From an optimization exercise on the open Yosys and OpenROAD flow, aimed at small area and a short achievable clock period; shortcuts taken in it are not production practice. The RTL was checked by simulation tests, not by an equivalence proof against the original design. Power and IR drop assume default switching activity.

## flow/design.v

```verilog
package gpio_axis_pkg;
    localparam int MAX_CH = 16;
    typedef logic [3:0] ch_idx_t;
    function automatic integer clog2(input integer v);
        integer r, i;
        begin
            r = 0;
            for (i = 0; i < 31; i = i + 1)
                if ((1 << i) < v) r = i + 1;
            clog2 = r;
        end
    endfunction
    function automatic integer ch_width(input integer n);
        ch_width = (n <= 1) ? 1 : clog2(n);
    endfunction
    function automatic integer addr_width(input integer depth);
        addr_width = (depth <= 1) ? 1 : clog2(depth);
    endfunction
endpackage
module gpio_axis_chan_fifo #(
    parameter int DATA_WIDTH = 32,
    parameter int DEPTH      = 16,
    parameter int WEN_EDGE   = 1
) (
    input  logic                  clk,
    input  logic                  rst_n,
    input  logic                  clr,
    input  logic                  wen,
    input  logic [DATA_WIDTH-1:0] wdata,
    input  logic                  pop,
    output logic [DATA_WIDTH-1:0] rd_data,
    output logic                  empty,
    output logic                  overflow
);
    localparam int AW = gpio_axis_pkg::addr_width(DEPTH);
    logic [DATA_WIDTH-1:0] mem [DEPTH];
    logic [AW:0]           wptr, rptr;    
    logic                  wen_q;
    logic                  push, full, wr_en, same;
    logic [DEPTH-1:0]      wsel, rsel;
    assign push  = (WEN_EDGE != 0) ? (wen & ~wen_q) : wen;
    assign same  = (wptr[AW-1:0] == rptr[AW-1:0]);
    assign empty = same & (wptr[AW] == rptr[AW]);
    assign full  = same & (wptr[AW] != rptr[AW]);
    assign wr_en = push & ~full;
    always_comb begin
        for (int i = 0; i < DEPTH; i++) begin
            wsel[i] = (wptr[AW-1:0] == AW'(i));
            rsel[i] = (rptr[AW-1:0] == AW'(i));
        end
    end
    for (genvar i = 0; i < DEPTH; i++) begin : g_mem
        always_ff @(posedge clk) begin
            if (wr_en && wsel[i])
                mem[i] <= wdata;
        end
    end
    always_comb begin
        rd_data = '0;
        for (int i = 0; i < DEPTH; i++)
            rd_data = rd_data | (mem[i] & {DATA_WIDTH{rsel[i]}});
    end
    always_ff @(posedge clk) begin
        if (!rst_n) begin
            wen_q    <= 1'b0;
            wptr     <= '0;
            rptr     <= '0;
            overflow <= 1'b0;
        end else if (clr) begin
            wen_q    <= wen;
            wptr     <= '0;
            rptr     <= '0;
            overflow <= 1'b0;
        end else begin
            wen_q <= wen;
            if (wr_en)
                wptr <= wptr + 1'b1;
            if (push && full)
                overflow <= 1'b1;
            if (pop)
                rptr <= rptr + 1'b1;
        end
    end
endmodule
module gpio_to_axis_mux_fifo #(
    parameter int NUM_CH     = 4,
    parameter int DATA_WIDTH = 32,
    parameter int DEPTH      = 16,
    parameter int WEN_EDGE   = 1,
    parameter int BURST_LEN  = 8
) (
    input  logic                         clk,
    input  logic                         rst_n,
    input  logic                         clr,
    input  logic [NUM_CH-1:0]            wen,
    input  logic [NUM_CH*DATA_WIDTH-1:0] wdata,
    output logic [NUM_CH-1:0]            overflow,
    output logic [DATA_WIDTH-1:0]        m_axis_tdata,
    output logic [gpio_axis_pkg::ch_width(NUM_CH)-1:0] m_axis_tdest,
    output logic                         m_axis_tlast,
    output logic                         m_axis_tvalid,
    input  logic                         m_axis_tready
);
    localparam int CH_W = gpio_axis_pkg::ch_width(NUM_CH);
    logic [NUM_CH-1:0]                 empty;
    logic [NUM_CH-1:0]                 pop;
    logic [NUM_CH-1:0][DATA_WIDTH-1:0] dout;
    logic [NUM_CH-1:0]     rr_oh;     
    logic [NUM_CH-1:0]     gnt_oh;
    logic [CH_W-1:0]       gnt;
    logic [DATA_WIDTH-1:0] gnt_data;
    logic                  gnt_vld, load;
    for (genvar i = 0; i < NUM_CH; i++) begin : g_ch
        gpio_axis_chan_fifo #(
            .DATA_WIDTH (DATA_WIDTH),
            .DEPTH      (DEPTH),
            .WEN_EDGE   (WEN_EDGE)
        ) u_fifo (
            .clk      (clk),
            .rst_n    (rst_n),
            .clr      (clr),
            .wen      (wen[i]),
            .wdata    (wdata[(i)*(DATA_WIDTH) +: (DATA_WIDTH)]),
            .pop      (pop[i]),
            .rd_data  (dout[i]),
            .empty    (empty[i]),
            .overflow (overflow[i])
        );
    end
    always_comb begin
        logic blocked;
        int   j;
        for (int c = 0; c < NUM_CH; c++) begin
            blocked = 1'b0;
            for (int k = 1; k < NUM_CH; k++) begin
                j = (c - k + NUM_CH) % NUM_CH;
                for (int m = 0; m < k; m++)
                    if (rr_oh[j] && !empty[(j + m) % NUM_CH]) blocked = 1'b1;
            end
            gnt_oh[c] = !empty[c] && !blocked;
        end
    end
    assign gnt_vld = |(~empty);
    assign load    = gnt_vld & (~m_axis_tvalid | m_axis_tready);
    assign pop     = gnt_oh & {NUM_CH{load}};
    always_comb begin
        gnt      = '0;
        gnt_data = '0;
        for (int c = 0; c < NUM_CH; c++) begin
            if (gnt_oh[c]) gnt = gnt | CH_W'(c);
            gnt_data = gnt_data | (dout[c] & {DATA_WIDTH{gnt_oh[c]}});
        end
    end
    always_ff @(posedge clk) begin
        if (!rst_n || clr) begin
            m_axis_tvalid <= 1'b0;
            m_axis_tdata  <= '0;
            m_axis_tdest  <= '0;
            m_axis_tlast  <= 1'b0;
            rr_oh         <= NUM_CH'(1);
        end else if (load) begin
            m_axis_tvalid <= 1'b1;
            m_axis_tdata  <= gnt_data;
            m_axis_tdest  <= gnt;
            m_axis_tlast  <= (BURST_LEN >= 1);
            rr_oh         <= {gnt_oh[NUM_CH-2:0], gnt_oh[NUM_CH-1]};
        end else if (m_axis_tready) begin
            m_axis_tvalid <= 1'b0;
        end
    end
endmodule
```

## flow/run.sh

```bash
#!/bin/bash
# synth_recipe.tcl (not shown) runs the flow's synth.tcl, then flattens the netlist and writes it again
# the make line also repeats each setting of config.mk as NAME=value (left out here)
make -C /OpenROAD-flow-scripts/flow DESIGN_CONFIG=/design/flow/config.mk WORK_HOME=/design/flow/orfs CLKGATE_MAP_FILE= SYNTH_SCRIPT=/design/flow/synth_recipe.tcl finish
```

## flow/config.mk

```make
export PLATFORM = sky130hd
export DESIGN_NAME = gpio_to_axis_mux_fifo
export DESIGN_NICKNAME = gpio_to_axis_mux_fifo
export VERILOG_FILES = /design/flow/design.v
export SDC_FILE = /design/flow/constraint.sdc
export NUM_CORES = 4
export LEC_CHECK = 0
export ABC_CLOCK_PERIOD_IN_PS = 2400
export CAP_MARGIN = 20
export CORE_MARGIN = 2
export CORE_UTILIZATION = 40
export SETUP_SLACK_MARGIN = 2.6
export SLEW_MARGIN = 20
```

## flow/constraint.sdc

```tcl
create_clock -name core_clock -period 5.0 [get_ports {clk}]
set_input_delay 1.0000 -clock core_clock [delete_from_list [all_inputs] [get_ports {clk}]]
set_output_delay 1.0000 -clock core_clock [all_outputs]
set_load 0.01 [all_outputs]
```

==> results of run 1 <==
## what timing repair did
action | CTS | global route
gates cloned | 33 | 86
gates resized for setup | 973 | 306
setup buffers | 259 | 137
hold buffers | 0 | 0
pin swaps | 214 | 174
setup endpoints to repair | 2157 | 1623
## stage by stage
stage / total power, mW / setup WS, ns
after floorplan: 20.6 / 2.13
after global placement: 21.4 / 1.07
after detailed placement: 21.4 / 0.959
after CTS: 36.8 / 2.26
after global routing: 37.8 / 2.18
final: 37.0 / 2.18
## worst reg2reg max path, stage by stage (launching register included)
cell and delay, ns:
dfxtp_4 0.41, inv_4 0.08, ha_4 0.18, buf_12 0.15, and2_4 0.19, buf_12 0.13, a222oi_1 0.40, nand4_1 0.45
nand2_1 0.27, o211ai_1 0.15, o31a_1 0.31
## how the worst min path moves through the flow
| stage | end | depth (start not counted) |
|---|---|---|
| floorplan | g_ch[0].u_fifo.overflow | 2 |
| global placement | g_ch[2].u_fifo.wptr[4] | 2 |
| detailed placement | g_ch[2].u_fifo.wptr[4] | 2 |
| CTS | g_ch[1].u_fifo.rptr[1] | 2 |
| global route | m_axis_tlast | 2 |
| finish | m_axis_tlast | 2 |
## registers in the layout, indices dropped and copies added (netlist names)
name                  cells
g_ch.u_fifo.mem        2048
m_axis_tdata             32
g_ch.u_fifo.rptr         20
g_ch.u_fifo.wptr         20
g_ch.u_fifo.overflow      4
g_ch.u_fifo.wen_q         4
rr_oh                     4
m_axis_tdest              2
m_axis_tlast              1
m_axis_tvalid             1
## layer usage
metal | global-route usage, % | part of all wire [%] | up-vias
met3 | 4.71 | 12 | 713
met4 | 12.5 | 6.3 | 12
li1 | - | - | 20800
met2 | 38.7 | 45 | 4062
met1 | 35.2 | 37 | 26700
met5 | 0 | 0.027 | -
## area by class of cell
| type | count | area, µm² | share of cell area (%) |
|---|---|---|---|
| tap | 2656 | 3320 | 3.22 |
| inverter | 27 | 139 | 0.134 |
| clock inverter | 119 | 1080 | 1.05 |
| antenna | 6 | 15.0 | 0.0145 |
| clock buffer | 263 | 5530 | 5.35 |
| timing repair buffer | 871 | 11600 | 11.3 |
| multi-input combinational | 2186 | 18100 | 17.5 |
| sequential | 2136 | 63500 | 61.4 |
## cell usage in the layout (no fill, tap or decap), drive strengths merged, types with 32 or more instances in the layout
master         netlist  final
and3                39     40
edfxtp            2048   2048
nand4               82     82
a22o                97     97
a21oi               87     87
o21ai              196    196
a22oi              395    395
clkinv               0     97
a31oi               41     41
and2                33     34
buf                 99    660
clkbuf             207    330
dfxtp               88     88
clkdlybuf4s50        0    135
nand3               91     91
nand2              193    193
a222oi             139    139
a221oi             127    127
xor2                35     35
mux2i              102    102
nor2               181    183
ha                  32     32
## cell families after synthesis
family	synth area share, %
adder cells (fa/ha/maj)	0.501
flip-flops	79.1
AO/OA/AOI/OAI	11.6
XOR/XNOR	0.537
buffers and inverters	1.78
AND/OR/NAND/NOR	4.63
multiplexers	1.88
## report_power, final
part           internal [mW]  switching [mW]  leakage [nW]
clock                   8.55            6.82          3.23
sequential              19.7           0.121          19.2
combinational          0.701            1.09          10.4
total                   29.0            8.03          32.9
==> flow_metrics.py, run 1 <==
metrics = {
    "clocking": {
        "cts_root_buf": "clkbuf_16",
        "path_clk_slew_ns": 0.07,
        "clock_latency_ns": 0.88,
        "cts_num_sinks": 2136,
        "cts_buffers": 211,
        "clockBufferDepth": 3,
        "cts_tree": "yes",
        "h-tree-depth": 4,
    },
    "pwr": {
        "powerDensity_nw_per_um2": 358,
        "p_leak_nw": 32.9,
        "irDropWorstVdd_uv": 389,
    },
    "hold_path": {
        "hold_start": "m_axis_tlast",
        "worst_hold_path_type": "flip-flop to flip-flop",
    },
    "timing": {
        "finalCriticalPeriod_ns": 2.82,
        "hold_viol": 0,
        "slew_headroom_pct": 36.2,
        "rsz0062_at_grt": "true",
        "tns_ns": 0,
        "slew_violations": 0,
        "hold_ws_ns": 0.553,
        "fin_crit_sh_pct": 56.4,
        "setup_violations": 0,
        "fin_skew_ns": 0.0454,
        "worstMarginPinSlew_ns": 0.954,
        "max_freq_mhz": 354,
    },
    "setup_path": {
        "crit_chain": "inv_4 > ha_4 > buf_12 > and2_4 > buf_12 > a222oi_1 > nand4_1 > nand2_1 > o211ai_1 > o31a_1",
        "r2r_end": "m_axis_tdata[2]",
        "cp_num_buf_inv": 3,
        "worstSetupStartpointType": "flip-flop",
        "r2r_cells": 10,
        "cp_common_cell": "buf_12",
        "cpPeakStageDelay_ns": 0.45,
        "crit_slowest_cell": "nand4_1",
        "cp.arrival_ns": 3.58,
        "worstSetupEndpoint": "m_axis_tdata[2]",
        "critPathRequiredTime_ns": 5.76,
        "rr_startpoint": "g_ch[0].u_fifo.rptr[1]",
        "end_kind": "flip-flop",
        "worstSetupPathDepth": 10,
        "crit_start": "g_ch[0].u_fifo.rptr[1]",
        "critical_path_class": "flip-flop to flip-flop",
        "r2r_slack_ns": 2.18,
        "crit_fanout": 9,
        "crit_family": "simple AND/OR/NAND/NOR gates",
    },
    "detailed_routing": {
        "drt-total-wl_um": 285000,
        "drt_drc_violations_left": 0,
        "antenna_left": 0,
        "wl_per_cell_um": 34.5,
        "via_count": 52400,
        "drtIter0Drc": 9127,
        "firstDrtPassIters": 9,
        "avgViaCountPerCell": 6.34,
    },
    "grt": {
        "grt_max_degree": 35,
        "grt-ovfl-total": 0,
        "antenna_found_initial": 20,
        "grt_util_all_layers_pct": 25.4,
        "grt_first_pass_wirelength_um": 369000,
        "grt_pass1_vias": 47900,
    },
    "synth": {
        "synth_cells": 4644,
        "synth_largest_area_cell": "edfxtp_1",
        "avgSynthCellArea_um2": 17.2,
        "ys.flop_type": "edfxtp_1",
        "synth_area_um2": 80000,
        "ys_seq_elements": 2136,
        "ys_async_sr_fraction_pct": 0,
        "synth-edff-count": 2048,
        "synth_nets": 4812,
        "yosysWarningCount": 3,
        "synthDistinctLibCells": 74,
        "synth_top_area_share_pct": 76.9,
        "yosysSeqAreaShare_pct": 79.1,
        "yosys-top-cells-area": "edfxtp_1 77%, a22oi_1 3.7%, dfxtp_1 2.2%",
        "yosys-top-cells-count": "2048 x edfxtp_1, 395 x a22oi_1, 207 x clkbuf_1",
        "synth_most_common_cell": "edfxtp_1",
    },
    "die": {
        "dieWidth_um": 451,
        "coreArea_um2": 199000,
        "dieArea_um2": 204000,
        "rows": 164,
        "die_height_um": 451,
        "start_util_pct": 40.1,
        "ios": 176,
    },
    "cells_and_area": {
        "fin_area_um2": 103000,
        "finalNetCount": 5601,
        "nFillCells": 15500,
        "drive_above_1_share_pct": 27.7,
        "finalNonFillerCells": 8264,
        "area_growth_syn_to_layout_pct": 29.2,
        "postLayoutCoreUtil_pct": 51.9,
    },
    "placed_design": {
        "portBuffers": 175,
        "placedCellCount": 7361,
        "place.gp.congestion": 0.867,
        "placed_cell_area_um2": 86100,
        "dp_hpwl_um": 152000,
    },
    "outcome": {
        "status": "complete, no violations",
    },
    "flow_run": {
        "maxCapViolations": 0,
    },
}
==> run 2: changes to the inputs <==
--- a/flow/config.mk
+++ b/flow/config.mk
@@ -8,6 +8,6 @@
 export ABC_CLOCK_PERIOD_IN_PS = 2400
 export CAP_MARGIN = 20
 export CORE_MARGIN = 2
-export CORE_UTILIZATION = 40
+export CORE_UTILIZATION = 60
 export SETUP_SLACK_MARGIN = 2.6
 export SLEW_MARGIN = 20
==> flow_metrics.py, run 2 <==
metrics = {
    "timing": {
        "setup_violations": 0,
        "slew_headroom_pct": 26.8,
        "tns_ns": 0,
        "fin_crit_sh_pct": 66.9,
        "max_freq_mhz": 299,
        "slew_violations": 0,
        "fin_skew_ns": 0.0245,
        "hold_viol": 0,
        "worstMarginPinSlew_ns": 1.09,
        "rsz0062_at_grt": "true",
        "finalCriticalPeriod_ns": 3.34,
    },
    "synth": {
        "synth-simple-area-share_pct": 4.63,
        "synth_top_area_share_pct": 76.9,
        "avgSynthCellArea_um2": 17.2,
        "synth_nets": 4812,
        "synth_cells": 4644,
        "synthDistinctLibCells": 74,
        "yosys-top-cells-count": "2048 x edfxtp_1, 395 x a22oi_1, 207 x clkbuf_1",
        "synth_area_um2": 80000,
        "synth_top_family_by_area": "compound AO/OA/AOI/OAI gates",
        "synth.area.mux_share_pct": 1.88,
        "synth_compound_gate_area_share_pct": 11.6,
        "synth-edff-count": 2048,
        "ys_seq_elements": 2136,
        "ys_async_sr_fraction_pct": 0,
        "synth-xor-area-share_pct": 0.537,
        "yosys-top-cells-area": "edfxtp_1 77%, a22oi_1 3.7%, dfxtp_1 2.2%",
        "yosysWarningCount": 3,
        "ys.flop_type": "edfxtp_1",
        "synthAdderAreaFrac_pct": 0.501,
        "synth_most_common_cell": "edfxtp_1",
        "synth_largest_area_cell": "edfxtp_1",
        "yosysSeqAreaShare_pct": 79.1,
    },
    "placed_design": {
        "place.gp.congestion": 0.939,
        "portBuffers": 175,
        "dp_hpwl_um": 150000,
    },
    "cells_and_area": {
        "largest_reg_flops": 2048,
        "drive_above_1_share_pct": 27.0,
        "reg_top3": "g_ch.u_fifo.mem (2048), m_axis_tdata (32)",
        "regMostFlops": "g_ch.u_fifo.mem",
        "postLayoutCoreUtil_pct": 77.9,
        "mostFrequentLayoutCell": "edfxtp_1",
        "nFillCells": 7093,
        "finalNetCount": 5634,
        "register_area_um2": 63500,
        "layout_common_cells": "2048 x edfxtp_1, 384 x a22oi_1, 273 x clkbuf_16",
        "multi_input_area_um2": 17800,
        "area_growth_syn_to_layout_pct": 28.5,
    },
    "clocking": {
        "path_clk_slew_ns": 0.06,
        "cts_num_sinks": 2136,
        "clockBufferDepth": 3,
        "cts_buffers": 205,
        "cts_tree": "yes",
        "cts_root_buf": "clkbuf_16",
        "clock_latency_ns": 0.83,
        "h-tree-depth": 4,
    },
    "setup_path": {
        "worstSetupStartpointType": "flip-flop",
        "critical_path_class": "flip-flop to flip-flop",
        "rr_startpoint": "g_ch[2].u_fifo.rptr[0]",
        "crit_fanout": 6,
        "critPathRequiredTime_ns": 5.67,
        "end_kind": "flip-flop",
        "cp.arrival_ns": 4.01,
        "crit_start": "g_ch[2].u_fifo.rptr[0]",
    },
    "die": {
        "die_height_um": 369,
        "coreArea_um2": 132000,
        "dieArea_um2": 136000,
        "start_util_pct": 60.6,
        "ios": 176,
        "dieWidth_um": 369,
        "rows": 133,
    },
    "grt": {
        "grt-ovfl-total": 0,
        "antenna_found_initial": 17,
        "grt_pass1_vias": 48400,
        "grt_util_all_layers_pct": 39.5,
        "grt_max_degree": 38,
        "grt_first_pass_wirelength_um": 374000,
    },
    "hold_path": {
        "worst_hold_path_type": "flip-flop to flip-flop",
        "hold_start": "g_ch[3].u_fifo.overflow",
    },
    "outcome": {
        "status": "complete, no violations",
    },
    "pwr": {
        "irDropWorstVdd_uv": 400,
        "p_leak_nw": 33.2,
        "powerDensity_nw_per_um2": 358,
    },
    "detailed_routing": {
        "drt-total-wl_um": 292000,
        "avgViaCountPerCell": 7.25,
        "via_count": 53600,
        "drt_drc_violations_left": 0,
        "drtIter0Drc": 10500,
        "antenna_left": 0,
        "wl_per_cell_um": 39.5,
        "firstDrtPassIters": 10,
    },
    "flow_run": {
        "maxCapViolations": 0,
    },
}
-- run 2: critical path, cell delays in order, from the launching register on --
cell,delay (ns)
dfxtp_4,0.39
inv_4,0.05
ha_4,0.19
buf_12,0.15
buf_12,0.13
a222oi_1,0.49
o211ai_1,0.16
o21ai_1,0.14
nand4_1,0.45
a222oi_1,0.84
a31oi_1,0.18
-- run 2: cell families (layout without fill, tap and decap cells) --
family,count (synthesis),count (layout)
other,0,8
AO/OA/AOI/OAI,1227,1228
AND/OR/NAND/NOR,729,731
buffers and inverters,333,1316
XOR/XNOR,49,49
multiplexers,138,138
flip-flops,2136,2136
adder cells (fa/ha/maj),32,32
-- run 2: repair_timing --
item / CTS / global route
cloned: 54 / 84
endpoints found under the setup margin: 2157 / 2022
pin swaps: 172 / 155
hold buffers: 0 / 0
resized for setup: 908 / 345
buffers inserted: 270 / 127
-- run 2: final timing paths --
kind / depth (start not counted) / slack, ns / endpoint
setup / recovery: 10 / 1.66 / m_axis_tdata[6]
hold / removal: 2 / 0.54 / g_ch[3].u_fifo.overflow
setup reg to reg: 10 / 1.66 / m_axis_tdata[6]
hold reg to reg: 2 / 0.54 / g_ch[3].u_fifo.overflow
-- run 2: routing by layer --
metal,wire length (µm),vias up,track usage (%)
met4,18300,12,17.5
met3,45200,974,12.4
met5,115,-,1.60
met2,128000,4763,58.1
li1,-,20900,-
met1,100000,27000,54.7
-- run 2: layout make-up --
cell class / count / share of cell area, %
well taps: 1755 / 2.14
repair buffers: 918 / 12.4
clock inverters: 96 / 0.890
clock buffers: 275 / 5.36
flip-flops and latches: 2136 / 61.8
inverters: 27 / 0.127
diodes: 8 / 0.0195
multi-input cells: 2178 / 17.3
-- run 2: per-stage QoR --
stage	setup slack, ns	total power [mW]	instance area (µm²)	hold WS, ns	instances
2_1_floorplan	2.13	20.6	80500	0.438	4644
3_3_place_gp	0.967	21.4	85000	0.486	6478
3_5_place_dp	0.910	21.4	85100	0.510	6479
4_1_cts	2.05	36.4	98100	0.502	7174
5_1_grt	1.68	37.4	103000	0.547	7387
6_report	1.66	36.8	103000	0.541	7393
-- run 2: report_power, final --
part           switching, mW  total, mW  internal, mW
Clock                   6.58       15.2          8.57
Combinational           1.14       1.78         0.639
Sequential             0.112       19.8          19.7
Total                   7.83       36.8          28.9

-- port drivers added, routing unchanged --
No port has a modelled driver above. Below, the same layouts with a new extraction and two added sets of constraints. Step 1 sets driving cells, clkbuf_16 on the clock port and buf_2 on the other inputs (assumed; they add their load-dependent delay and slew). Step 2, shift: input delay + t, output delay - t, t = (earliest + latest rising clock arrival at the registers) / 2. This alone moves slack from input paths to output paths. Slacks: ideal ports / drivers / drivers and shift; pairs: ideal ports / drivers.
run	shift t [ns]	setup slack, ns	slew at the worst register clock pin (ns)	worst data-port slew with drivers (ns)
run 1	0.943	2.178 / 2.178 / 1.602	0.07 / 0.07	0.17
run 2	0.903	1.656 / 1.656 / 1.511	0.07 / 0.07	0.13
After both steps setup and hold are still met in every run listed. The setup slack of run 1, which loses most, moves by 0.000 ns with the drivers and by -0.576 ns with both steps.
